What follows belongs to an exercise in optimizing a design on an open flow for small area; a production flow would make more cautious choices.
Only simulation tests tie the RTL to the original design; equivalence was not proved.
Power is estimated from default activity; no workload was simulated.

Setup of run a:
// dma_rd_top
module dma_rd_top (
  input  logic        clk,
  input  logic        rst_n,
  input  logic        init_i,
  input  logic        start_i,
  input  logic [10:0] cfg_len_dw_i,      
  input  logic [15:0] cfg_pkt_total_i,   
  input  logic        cfg_rcb_128_i,     
  input  logic        cfg_metering_i,    
  input  logic        cpl_valid_i,       
  input  logic [10:0] cpl_len_dw_i,      
  input  logic        cpl_poisoned_i,    
  output logic        req_o,
  output logic [15:0] req_cnt_o,
  output logic [31:0] cpl_dw_o,
  output logic [15:0] hwm_cnt_o,
  output logic        done_o,
  output logic        err_o
);
  logic        mrd_work;
  logic [15:0] req_cnt;
  logic [15:0] req_cnt_n;
  logic [31:0] cpl_dw;
  logic        bad;
  mrd_req_gen #(
    .CNT_W (16)
  ) u_req_gen (
    .clk         (clk),
    .rst_n       (rst_n),
    .init_i      (init_i),
    .pkt_total_i (cfg_pkt_total_i),
    .mrd_work_i  (mrd_work),
    .req_o       (req_o),
    .req_cnt_o   (req_cnt),
    .req_cnt_n_o (req_cnt_n)
  );
  mrd_throttle u_throttle (
    .clk         (clk),
    .rst_n       (rst_n),
    .init_i      (init_i),
    .start_i     (start_i),
    .len_dw_i    (cfg_len_dw_i),
    .rcb_128_i   (cfg_rcb_128_i),
    .metering_i  (cfg_metering_i),
    .req_cnt_n_i (req_cnt_n),
    .cpl_dw_i    (cpl_dw),
    .bad_i       (bad),
    .mrd_work_o  (mrd_work),
    .hwm_cnt_o   (hwm_cnt_o)
  );
  cpl_tracker u_cpl_tracker (
    .clk            (clk),
    .rst_n          (rst_n),
    .init_i         (init_i),
    .len_dw_i       (cfg_len_dw_i),
    .pkt_total_i    (cfg_pkt_total_i),
    .cpl_valid_i    (cpl_valid_i),
    .cpl_len_dw_i   (cpl_len_dw_i),
    .cpl_poisoned_i (cpl_poisoned_i),
    .cpl_dw_o       (cpl_dw),
    .bad_o          (bad),
  ...
Size: ~110 I/O pins, roughly 0.010 mm2 of cells after synthesis.
==> flow/config.mk <==
export PLATFORM = sky130hd
export DESIGN_NAME = dma_rd_top
export DESIGN_NICKNAME = dma_rd_top
export VERILOG_FILES = /design/flow/design.v
export SDC_FILE = /design/flow/constraint.sdc
export NUM_CORES = 4
export LEC_CHECK = 0
export CAP_MARGIN = 5
export CORE_MARGIN = 2
export CORE_UTILIZATION = 70
export CTS_BUF_LIST = sky130_fd_sc_hd__clkbuf_4 sky130_fd_sc_hd__clkbuf_8
export GPL_TIMING_DRIVEN = 0
export SLEW_MARGIN = 5
export SYNTH_HIERARCHICAL = 1
==> flow/constraint.sdc <==
create_clock -name core_clock -period 7.2 [get_ports {clk}]
set_input_delay 1.4400 -clock core_clock [delete_from_list [all_inputs] [get_ports {clk}]]
set_output_delay 1.4400 -clock core_clock [all_outputs]
set_load 0.01 [all_outputs]
standard.sh (not shown) runs the stock make flow with config.mk's settings and CLKGATE_MAP_FILE= SYNTH_SCRIPT=/design/flow/synth_recipe.tcl, a recipe that flattens the netlist after the stock synthesis.
==> flow/flow/run.sh <==
#!/bin/bash
# Standard layout, with these changes:
#  - synthesis maps with an area-oriented ABC script (three rounds of
#    rewriting, choice computation and area-recovering mapping) instead of
#    the delay-oriented default; everything else in synthesis is the standard flow's own
#    script, so the registers and their names are the standard ones;
#  - the smallest buffer on each input and output port;
#  - clock tree synthesis without dummy loads.
set -euo pipefail
here=$(pwd)
rm -rf "$here/scripts_abc"
cp -r "$FLOW_HOME/scripts" "$here/scripts_abc"
cp "$here/flow/abc_area.script" "$here/scripts_abc/abc_speed.script"
export SCRIPTS_DIR="$here/scripts_abc"
export BUFFER_PORTS_ARGS="-buffer_cell sky130_fd_sc_hd__buf_1"
export CTS_ARGS="-sink_clustering_enable -repair_clock_nets -buf_list {sky130_fd_sc_hd__clkbuf_4 sky130_fd_sc_hd__clkbuf_8} -dont_use_dummy_load"
bash standard.sh > standard_flow.log 2>&1
==> flow/flow/abc_area.script <==
&get -n
&st
&dc2
&dch -f
&nf -R 1000 -p
&st
&dc2
&dch -f
&nf -R 1000 -p
&st
&dc2
&dch -f
&nf -R 1000 -p
&put
topo
stime -c
Run a: all stages complete, timing, DRC and antenna checks passed
The following lists how run b was set up differently from run a:
Settings: SLEW_MARGIN now 20, was 5; CAP_MARGIN now 20, was 5; CORE_UTILIZATION now 40, was 70.
==> flow/flow/run.sh <==
#!/bin/bash
# Standard layout, with two changes:
#  - synthesis maps with an area-oriented ABC script (three rounds of
#    choice computation and area-recovering mapping) instead of the
#    delay-oriented default; everything else in synthesis is the standard flow's own
#    script, so the registers and their names are the standard ones;
#  - the smallest buffer on each input and output port.
set -euo pipefail
here=$(pwd)
rm -rf "$here/scripts_abc"
cp -r "$FLOW_HOME/scripts" "$here/scripts_abc"
cp "$here/flow/abc_area3.script" "$here/scripts_abc/abc_speed.script"
export SCRIPTS_DIR="$here/scripts_abc"
export BUFFER_PORTS_ARGS="-buffer_cell sky130_fd_sc_hd__buf_1"
bash standard.sh > standard_flow.log 2>&1
==> flow/flow/abc_area3.script (new file) <==
&get -n
&st
&dch
&nf -R 1000 -p
&st
&dch
&nf -R 1000 -p
&st
&dch
&nf -R 1000 -p
&put
topo
stime -c
removed: flow/flow/abc_area.script
Notes after the runs:
- Diff run a -> run b: count of TritonRoute iterations in the first routing pass rose by 2, total power rose by about 1.6%.
- Run b — net switching power figure about 0.6% lower, run a as reference
- Cell-internal power: run b worse than run a
- Between run a and run b, the first-pass GRT wire length is higher for run b.
- Worst slack on hold paths delta (run b − run a): unfavourable
- Cmp run b vs run a: via count lower in run b
- Compared with run a, wire length in run b increased by a little under 10%.

[static timing again, ports no longer ideal]
No port has a modelled driver above. Below, the same layouts with a new extraction and two added sets of constraints. Step 1 sets driving cells, clkbuf_16 on the clock port and buf_2 on the other inputs (assumed; they add their load-dependent delay and slew). Step 2 adds t to the input delays and takes it off the output delays; t is the mean of the earliest and latest rising clock arrival at the registers after step 1. Input paths then give back, and output paths get back, about the clock's delay inside the block. a / b / c = ideal ports / drivers / drivers and shift; a / b = the first two.
| run | t (ns) | setup slack, ns | clock arrival spread, ns | worst register clock-pin slew, ns | worst data-port slew with drivers (ns) |
|---|---|---|---|---|---|
| run a | 0.412 | 0.481 / 0.498 / 0.086 | 0.026 / 0.027 | 0.10 / 0.10 | 0.05 |
| run b | 0.421 | 0.501 / 0.520 / 0.099 | 0.017 / 0.017 | 0.11 / 0.11 | 0.06 |
After both steps setup and hold are still met in every run listed. For run b, which loses most, drivers alone change the setup slack by +0.019 ns; drivers and shift together by -0.402 ns.
